This design comes from an exercise in tuning for small area, a short achievable clock period and few clock cycles per item on the open sky130 flow, not from production work. Where RTL was checked, it was by simulation tests only, not by an equivalence proof against the original. Power is estimated from default activity; no workload was simulated.

// fat_dir_entry_name_decoder_core
module fat_dir_entry_name_decoder_core #(
    parameter int NAME_CAPACITY = 64
) (
    input  logic                           aclk,
    input  logic                           aresetn,
    input  logic                           s_tvalid,
    output logic                           s_tready,
    input  logic [fdn_pkg::IN_TDATA_W-1:0] s_tdata,
    output logic                            m_tvalid,
    input  logic                            m_tready,
    output logic [fdn_pkg::OUT_TDATA_W-1:0] m_tdata,
    output logic                            m_tlast
);
    logic [5:0] len_reg;
    logic [3:0] nu_reg;           
    logic [2:0] nseq_reg;         
    logic       pending_reg;
    logic       ended_reg;
    logic       pre_done_reg;     
    logic       peek_reg;         
    logic        ob_valid_reg;
    logic        long_reg;        
    logic        eod_reg;
    logic [5:0]  pos_reg;
    logic [5:0]  lim2_reg;        
    logic [7:0]  char_reg;        
    logic        last_reg;        
    logic [7:0]  nxt_reg;         
    logic        isdir_reg;
    logic [31:0] size_reg;
    logic [31:0] clus_reg;
    logic [31:0][7:0] b;
    logic             new_dir;
    logic [7:0]       b0;
    logic [7:0]       attr;
    logic [4:0]       seq;
    logic             is_end, is_del, is_lfn, is_skip, is_vis;
    logic             drop;
    logic             pending_eff;
    assign b       = s_tdata[ENTRY_W-1:0];
    assign new_dir = s_tdata[NEW_DIR_BIT];
    assign b0      = b[0];
    assign attr    = b[11];
    assign seq     = b0[4:0];
    assign is_end  = (b0 == BYTE_END);
    assign is_del  = !is_end && (b0 == BYTE_DELETED);
    assign is_lfn  = !is_end && !is_del && (attr == ATTR_LONG);
    assign is_skip = !is_end && !is_del && !is_lfn && (attr[3] || (b0 == BYTE_DOT));
    assign is_vis  = !is_end && !is_del && !is_lfn && !is_skip;
    assign drop        = ended_reg & ~new_dir;
    assign pending_eff = pending_reg & ~new_dir;
    logic [12:0][7:0] unit_lo;
    logic [12:0]      unit_ok;      
    logic [3:0]       n_units;      
    logic             seq_in;       
    assign seq_in = (seq != 5'd0) && (seq <= 5'd5);
    always_comb begin
        logic        run;
  ...
make LEC_CHECK=0 ABC_CLOCK_PERIOD_IN_PS=3500 CAP_MARGIN=20 CORE_MARGIN=2 CORE_UTILIZATION=40 SETUP_SLACK_MARGIN=2.5 SLEW_MARGIN=20 finish   # period 6.0 ns
run.sh (not shown) runs the stock make flow with config.mk's settings and CLKGATE_MAP_FILE= SYNTH_SCRIPT=/design/flow/synth_recipe.tcl, a recipe that flattens the netlist after the stock synthesis.
The starting point ran to the end with no violations.
Then changed:
Settings changed: ABC_CLOCK_PERIOD_IN_PS 3500 to unset, SETUP_SLACK_MARGIN 2.5 to 0.3.
Effect: Power goes up by 2.0%. Cell count goes down by about 1.8%. Sequential share of layout area goes up by 1.8 points. Die area is unchanged.
Function was not checked in any run of this note: the RTL went through the layout flow alone.

---

Setup of ember:
Another version of the RTL of fat_dir_entry_name_decoder_core (not shown whole).
Size in the first run: roughly 700 flip-flops, roughly 360 I/O pins, roughly 0.030 mm2 of cells after synthesis.
clock: 6.0 ns
lec_check: 0
abc_clock_period_in_ps: 3300
cap_margin: 20
core_margin: 2
core_utilization: 40
setup_slack_margin: 2.7
slew_margin: 20
standard.sh (not shown) runs the stock make flow with config.mk's settings and CLKGATE_MAP_FILE= SYNTH_SCRIPT=/design/flow/synth_recipe.tcl, a recipe that flattens the netlist after the stock synthesis.
==> flow/flow/run.sh <==
#!/bin/bash
# The standard layout, with the port buffers that buffer_ports inserts made
# plain buffers (sky130_fd_sc_hd__buf_2) instead of the cell it picks by itself.
# Everything else is the standard flow, run through the standard.sh.
set -euo pipefail
export BUFFER_PORTS_ARGS="-buffer_cell sky130_fd_sc_hd__buf_2"
bash standard.sh > standard_flow.log 2>&1
The inputs of sierra differ from those of ember as listed below.
==> flow/run.sh (new file) <==
#!/bin/bash
# synth_recipe.tcl (not shown) runs the flow's synth.tcl, then flattens the netlist and writes it again
# the make line also repeats each setting of config.mk as NAME=value (left out here)
make -C /OpenROAD-flow-scripts/flow DESIGN_CONFIG=/design/flow/config.mk WORK_HOME=/design/flow/orfs CLKGATE_MAP_FILE= SYNTH_SCRIPT=/design/flow/synth_recipe.tcl finish
removed: flow/flow/run.sh
removed: flow/standard.sh
Notes after the runs:
The via count reported for sierra is higher than the one for ember. Comparing ember and sierra, the lower share of total power in the clock network was measured on ember. sierra completed; timing, DRC and antenna clean. From ember to sierra the numbers moved as follows: multi-input logic area now sits higher, number of placed instances, taps included now sits higher.
Function was not checked in any run of this note: the RTL went through the layout flow alone.

---

job 8137:
Another version of the RTL of fat_dir_entry_name_decoder_core (not shown whole).
Size: ~2100 cells after synthesis, roughly 710 flip-flops, about 360 I/O pins.
export LEC_CHECK = 0
export ABC_CLOCK_PERIOD_IN_PS = 3300
export CAP_MARGIN = 20
export CORE_MARGIN = 2
export CORE_UTILIZATION = 40
export CTS_CLUSTER_DIAMETER = 100
export CTS_CLUSTER_SIZE = 30
export PLACE_DENSITY = 0.75
export SETUP_SLACK_MARGIN = 2.8
export SLEW_MARGIN = 20
create_clock -name core_clock -period 6.0 [get_ports {aclk}]
==> flow/flow/run.sh <==
#!/bin/bash
# The standard layout, with the port buffers that buffer_ports inserts made
# plain buffers (sky130_fd_sc_hd__buf_1) instead of the cell it picks by itself.
# Everything else is the standard flow, run through the standard.sh.
set -euo pipefail
export BUFFER_PORTS_ARGS="-buffer_cell sky130_fd_sc_hd__buf_1"
bash standard.sh > standard_flow.log 2>&1
Testbench counts of job 8137, summed over its fixed seeds: cycles 14,449, entries 2,409.
Input changes introduced in job 9943 (baseline for comparison: job 8137):
Settings: PLACE_DENSITY no longer set, was 0.75; CTS_CLUSTER_SIZE no longer set, was 30; CTS_CLUSTER_DIAMETER no longer set, was 100; SETUP_SLACK_MARGIN now 2.7, was 2.8.
-- flow/flow/run.sh --
<<< job 8137, line 3
# plain buffers (sky130_fd_sc_hd__buf_1) instead of the cell it picks by itself.
>>> job 9943, line 3
# plain buffers (sky130_fd_sc_hd__buf_2) instead of the cell it picks by itself.
<<< job 8137, line 6
export BUFFER_PORTS_ARGS="-buffer_cell sky130_fd_sc_hd__buf_1"
>>> job 9943, line 6
export BUFFER_PORTS_ARGS="-buffer_cell sky130_fd_sc_hd__buf_2"
[summary]
Diff job 9943..job 8137 | number of multi-input combinational cells in the layout | negligible. In the tables for job 9943 and job 8137, total inserted antenna cells reads higher with job 8137. | global routing usage on met2 | higher: job 9943 |. [job 9943] source-to-sink clock delay at the later pin of the worst-skew pair fell 30 ps relative to job 8137. Sort job 9943 and job 8137 by hold slack, descending, and job 8137 comes first. The higher sequential share of cell area came out of job 8137. For final area, dividing the value from job 8137 by the value from job 9943 gives 0.948. When job 9943 is measured against job 8137, its time the worst path needs with I/O delays and setup turns out 31 ps higher. Job 9943 vs job 8137 — utilization rose 2.6 points.
Changes in job 5060 relative to job 9943:
-- flow/flow/run.sh --
<<< job 9943, line 3
# plain buffers (sky130_fd_sc_hd__buf_2) instead of the cell it picks by itself.
>>> job 5060, line 3
# plain buffers (sky130_fd_sc_hd__buf_1) instead of the cell it picks by itself.
<<< job 9943, line 6
export BUFFER_PORTS_ARGS="-buffer_cell sky130_fd_sc_hd__buf_2"
>>> job 5060, line 6
export BUFFER_PORTS_ARGS="-buffer_cell sky130_fd_sc_hd__buf_1"
==> results.txt <==
- Job 5060 went all the way through the flow, and no timing, DRC or antenna check failed.
- Job 9943 finished every stage and its layout cleared the timing, design-rule and antenna checks.
- Comparing job 5060 and job 9943, the higher pin slew with the least headroom to its limit was measured on job 9943.
- In job 5060, the global routing usage on met1 came out 0.25 points below the value in job 9943.
- From job 9943 to job 5060 the numbers moved as follows: total power +210 uW; overall track demand over capacity in global routing comparable.
- The run showing the greater first-pass detailed-route iteration total is job 9943.
Setup changes, job 5060 to job 2859
Settings: putting CTS_CLUSTER_DIAMETER at 100 where nothing was set; putting CTS_CLUSTER_SIZE at 30 where nothing was set; swapping 2.7 for 2.8 in SETUP_SLACK_MARGIN.
[summary]
- Of job 2859 and job 5060, it is job 2859 that has the lower total power.
- Job 2859 vs job 5060, worst setup path endpoint: u_name_ram.mem[414] vs u_name_ram.mem[200]
- Job 2859 has completed all stages; timing, DRC and antenna checks passed.
- Job 5060 finished end to end and its layout was clean on timing, DRC and antenna.
- Diff job 5060 -> job 2859: total inserted antenna cells went down 4; share of power burned in combinational logic went up 2.6 points; wire length of the first global-routing pass went down about 1.4%; number of optimization iterations in the first detailed-route pass went down 1.
- Clock distribution power (job 5060 / job 2859): 1.8
- Job 2859 against job 5060; standby leakage power is down by a few percent.

---

fat_dir_entry_name_decoder_core again, from the RTL that the note above started with.
## fat_dir_entry_name_decoder_core
module fat_dir_entry_name_decoder_core #(
    parameter int NAME_CAPACITY = 64
) (
    input  logic                           aclk,
    input  logic                           aresetn,
    input  logic                           s_tvalid,
    output logic                           s_tready,
    input  logic [fdn_pkg::IN_TDATA_W-1:0] s_tdata,
    output logic                            m_tvalid,
    input  logic                            m_tready,
    output logic [fdn_pkg::OUT_TDATA_W-1:0] m_tdata,
    output logic                            m_tlast
);
export LEC_CHECK = 0
export ABC_CLOCK_PERIOD_IN_PS = 3300
export CAP_MARGIN = 20
export CORE_MARGIN = 2
export CORE_UTILIZATION = 55
export CTS_CLUSTER_DIAMETER = 80
export CTS_CLUSTER_SIZE = 24
export SETUP_SLACK_MARGIN = 2.8
export SLEW_MARGIN = 20
create_clock -name core_clock -period 6.0 [get_ports {aclk}]
==> flow/flow/run.sh <==
#!/bin/bash
# The standard layout, with the port buffers that buffer_ports inserts made
# plain buffers (sky130_fd_sc_hd__buf_1) instead of the cell it picks by itself.
# Everything else is the standard flow, run through the standard.sh.
set -euo pipefail
export BUFFER_PORTS_ARGS="-buffer_cell sky130_fd_sc_hd__buf_1"
bash standard.sh > standard_flow.log 2>&1
Testbench counts at the start, summed over its fixed seeds: cycles 14,449, entries 2,409.
Change:
ABC_AREA = 1   (was default)
CORE_UTILIZATION = 40   (was 55)
CTS_CLUSTER_DIAMETER = 100   (was 80)
CTS_CLUSTER_SIZE = 30   (was 24)
Routed wire length climbs by about 4%.
Clock skew climbs by 0.014 ns.
Clock power drops by 12%.
Change:
ABC_AREA = default   (was 1)
ABC_CLOCK_PERIOD_IN_PS = 3000   (was 3300)
CTS_CLUSTER_DIAMETER = default   (was 100)
CTS_CLUSTER_SIZE = default   (was 30)
SETUP_SLACK_MARGIN = 3.0   (was 2.8)
What happened: The new run finished clean; sequential share of layout area fell by 3.7 points; worst setup slack is worse by 0.086 ns; fmax fell by 2.6%; via count fell by 11%; worst hold slack is worse by 0.0062 ns; first-iteration DRC count stays flat; count of clock-buffer cells in the layout rose by 53; power rose by 21%; clock skew fell by 0.022 ns; synthesized area fell by 3.6%.

---

Another version of the RTL of fat_dir_entry_name_decoder_core (not shown whole).
Size in the first run: roughly 710 flip-flops, roughly 360 I/O pins.
==> flow/design.v (excerpt) <==
module fat_dir_entry_name_decoder_core #(
    parameter int NAME_CAPACITY = 64
) (
    input  logic                           aclk,
    input  logic                           aresetn,
    input  logic                           s_tvalid,
    output logic                           s_tready,
    input  logic [fdn_pkg::IN_TDATA_W-1:0] s_tdata,
    output logic                            m_tvalid,
    input  logic                            m_tready,
    output logic [fdn_pkg::OUT_TDATA_W-1:0] m_tdata,
    output logic                            m_tlast
);
==> flow/config.mk <==
export PLATFORM = sky130hd
export DESIGN_NAME = fat_dir_entry_name_decoder_core
export DESIGN_NICKNAME = fat_dir_entry_name_decoder_core
export VERILOG_FILES = /design/flow/design.v
export SDC_FILE = /design/flow/constraint.sdc
export NUM_CORES = 4
export LEC_CHECK = 0
export ABC_CLOCK_PERIOD_IN_PS = 3300
export CAP_MARGIN = 20
export CORE_MARGIN = 2
export CORE_UTILIZATION = 40
export CTS_CLUSTER_DIAMETER = 100
export CTS_CLUSTER_SIZE = 30
export SETUP_SLACK_MARGIN = 2.8
export SLEW_MARGIN = 20
==> flow/constraint.sdc <==
create_clock -name core_clock -period 6.0 [get_ports {aclk}]
set_input_delay 1.2000 -clock core_clock [delete_from_list [all_inputs] [get_ports {aclk}]]
set_output_delay 1.2000 -clock core_clock [all_outputs]
set_load 0.01 [all_outputs]
Scripts as last shown in full above: flow/flow/run.sh
Testbench counts at the start, summed over its fixed seeds: cycles 14,449, entries 2,409.
Next try:
CTS_CLUSTER_DIAMETER = 90   (was 100)
CTS_CLUSTER_SIZE = 25   (was 30)
Result:
- total power goes up by about 1.6%
- worst setup slack degrades by 0.025 ns
- cell area goes up by about 0.32%
- critical path depth goes down by 1
- via count goes up by about 0.4%
- non-clock buffer count goes down by 1
- sequential share of layout area goes down by 0.19 points
- register-to-register slack degrades by 0.03 ns
- clock-buffer cell count goes up by 5
- global-route usage goes down by 0.11 points
- cell count is about the same
Next try:
PLACE_DENSITY = 0.7   (was unset)
What happened:
- The changed run completed with no timing, DRC or antenna violations
- setup slack improves by 0.035 ns
- worst hold slack improves by 0.019 ns
- design area decreases by 0.90%
- register-to-register slack improves by 0.13 ns
- wire length decreases by 6.6%
- via count barely changes
- total power decreases by 1.3%
- maximum frequency increases by 1.1%

---

Setup of the reference run:
Another version of the RTL of fat_dir_entry_name_decoder_core (not shown whole).
For scale: ~2100 cells after synthesis, roughly 700 flip-flops, ~360 I/O pins, about 0.031 mm2 of cells after synthesis.
==> flow/design.v (excerpt) <==
module fat_dir_entry_name_decoder_core #(
    parameter int NAME_CAPACITY = 64
) (
    input  logic                           aclk,
    input  logic                           aresetn,
    input  logic                           s_tvalid,
    output logic                           s_tready,
    input  logic [fdn_pkg::IN_TDATA_W-1:0] s_tdata,
    output logic                            m_tvalid,
    input  logic                            m_tready,
    output logic [fdn_pkg::OUT_TDATA_W-1:0] m_tdata,
    output logic                            m_tlast
);
clock: 6.0 ns
lec_check: 0
abc_clock_period_in_ps: 2800
cap_margin: 20
core_margin: 2
core_utilization: 40
setup_slack_margin: 3.2
slew_margin: 20
run.sh (not shown) runs the stock make flow with config.mk's settings and CLKGATE_MAP_FILE= SYNTH_SCRIPT=/design/flow/synth_recipe.tcl, a recipe that flattens the netlist after the stock synthesis.
Stock flow here: none of the scripts above is used.
[inputs] the trial run vs the reference run
# the reference run
export LEC_CHECK = 0
export ABC_CLOCK_PERIOD_IN_PS = 2800
export CAP_MARGIN = 20
export CORE_MARGIN = 2
export CORE_UTILIZATION = 40
export SETUP_SLACK_MARGIN = 3.2
export SLEW_MARGIN = 20
create_clock -name core_clock -period 6.0 [get_ports {aclk}]
# the trial run
export LEC_CHECK = 0
export ABC_CLOCK_PERIOD_IN_PS = 3300
export CAP_MARGIN = 20
export CORE_MARGIN = 2
export CORE_UTILIZATION = 40
export SETUP_SLACK_MARGIN = 2.7
export SLEW_MARGIN = 20
create_clock -name core_clock -period 6.0 [get_ports {aclk}]
- Mean instance size in the synthesized netlist came out exactly the same in the trial run and the reference run.
- The trial run vs the reference run — global router's overall resource usage dropped 1.4 points.
- The trial run has overall power above what the reference run had.
- In the tables for the trial run and the reference run, clock network area share reads higher with the trial run.
- Diff the reference run -> the trial run: flip-flop and latch count neither gained nor lost much, met2 layer wire length in the routed design fell about 3.4%, number of enable-type register cells in the synthesized netlist about even, area growth from synthesis to layout moved down.
- The largest stage delay on the critical path reported for the trial run is smaller than that of the reference run by 0.05 ns.
- In the metrics for the trial run and the reference run, the one carrying the lower fraction of power consumed by combinational cells is the trial run.
- There was hardly any difference in final clock period utilization by the worst path between the reference run and the trial run.
Function was not checked in any run of this note: the RTL went through the layout flow alone.

---

Setup of delta:
Another version of the RTL of fat_dir_entry_name_decoder_core (not shown whole).
Size: ~360 I/O pins, about 0.031 mm2 of cells after synthesis.
clock: 6.0 ns
lec_check: 0
abc_clock_period_in_ps: 3100
cap_margin: 20
core_margin: 2
core_utilization: 40
cts_cluster_diameter: 90
cts_cluster_size: 25
setup_slack_margin: 2.9
slew_margin: 20
standard.sh (not shown) runs the stock make flow with config.mk's settings and CLKGATE_MAP_FILE= SYNTH_SCRIPT=/design/flow/synth_recipe.tcl, a recipe that flattens the netlist after the stock synthesis.
Scripts as last shown in full above: flow/flow/run.sh
delta went all the way through the flow, and no timing, DRC or antenna check failed.
Testbench counts of delta, summed over its fixed seeds: cycles 14,449, entries 2,409.
Changes in willow relative to delta:
- changing SETUP_SLACK_MARGIN from 2.9 to 2.8
- setting PLACE_DENSITY to 0.7 for the first time
- changing ABC_CLOCK_PERIOD_IN_PS from 3100 to 3300
[summary]
Max layout overhead on the synthesized area across willow and delta: delta. [compare] base=delta new=willow: proportion of power drawn by combinational gates dropped 0.4 points, setup slack moved down, worst hold slack now sits lower. willow vs. delta: relative slew slack went up by 1.3 points. Taking delta as the reference, in willow area of the core region held steady; global-route wire length before repair shrank by 510 um. willow reports its highest metal layer used by the detailed router as met5 while delta reports met4.
The following lists how indigo was set up differently from willow:
- removing PLACE_DENSITY (formerly 0.7)
==> results.txt <==
Between indigo and willow, it is indigo whose met3 usage in global routing is lower, by 1.3 points.
Against willow, routed wire length in indigo rose slightly.
Between willow and indigo, the difference in combinational group share of total power is negligible.
The lower global-route usage of willow and indigo is in willow.
Length of routed met3 wiring went down by more than 10% going from willow to indigo.

## afterwards: timing with drivers on the ports
The results above use ideal ports. As a check the final layouts listed here were re-extracted and re-timed, cells and wires unchanged.
Step 1: set_driving_cell puts a clkbuf_16 on aclk and a buf_2 on each other input, an assumption about the parent block.
Step 2 moves the port delays by t, midway between the first and last clock arrival at a register: inputs arrive t later, outputs are due t later. That takes back most of the time a late clock gives input paths.
a / b / c = ideal ports / drivers / drivers and shift; a / b = the first two.
| run | t, ns | slack for setup (ns) | hold WS [ns] |
|---|---|---|---|
| the first run of note 1 | 0.690 | 1.841 / 1.841 / 1.776 | 0.484 / 0.484 / 0.484 |
| the second run of note 1 | 0.681 | 1.030 / 1.045 / 0.364 | 0.497 / 0.497 / 0.497 |
| ember | 0.688 | 2.601 / 2.601 / 2.106 | 0.516 / 0.516 / 0.516 |
| sierra | 0.679 | 2.543 / 2.543 / 2.048 | 0.490 / 0.490 / 0.490 |
| job 8137 | 0.696 | 2.709 / 2.727 / 2.031 | 0.492 / 0.492 / 0.492 |
| job 9943 | 0.684 | 2.679 / 2.658 / 1.974 | 0.474 / 0.474 / 0.474 |
| job 5060 | 0.681 | 2.713 / 2.724 / 2.042 | 0.487 / 0.487 / 0.487 |
| job 2859 | 0.690 | 2.739 / 2.708 / 2.018 | 0.493 / 0.493 / 0.493 |
| the first run of note 4 | 0.652 | 2.670 / 2.700 / 2.048 | 0.480 / 0.480 / 0.480 |
| the second run of note 4 | 0.693 | 2.773 / 2.773 / 2.147 | 0.496 / 0.496 / 0.496 |
| the third run of note 4 | 0.689 | 2.688 / 2.711 / 2.022 | 0.490 / 0.490 / 0.490 |
| the first run of note 5 | 0.692 | 2.801 / 2.806 / 2.136 | 0.457 / 0.457 / 0.457 |
| the second run of note 5 | 0.645 | 2.776 / 2.776 / 2.191 | 0.457 / 0.457 / 0.457 |
| the third run of note 5 | 0.651 | 2.812 / 2.845 / 2.194 | 0.476 / 0.476 / 0.476 |
| the reference run | 0.682 | 2.416 / 2.429 / 1.747 | 0.509 / 0.509 / 0.509 |
| the trial run | 0.676 | 2.424 / 2.455 / 1.779 | 0.499 / 0.499 / 0.499 |
| delta | 0.665 | 2.696 / 2.696 / 2.270 | 0.521 / 0.521 / 0.521 |
| willow | 0.660 | 2.648 / 2.648 / 2.125 | 0.500 / 0.500 / 0.500 |
| indigo | 0.651 | 2.626 / 2.626 / 2.112 | 0.513 / 0.513 / 0.513 |
After both steps every run listed still meets setup and hold. For job 2859, which loses most, drivers alone change the setup slack by -0.031 ns; drivers and shift together by -0.721 ns.
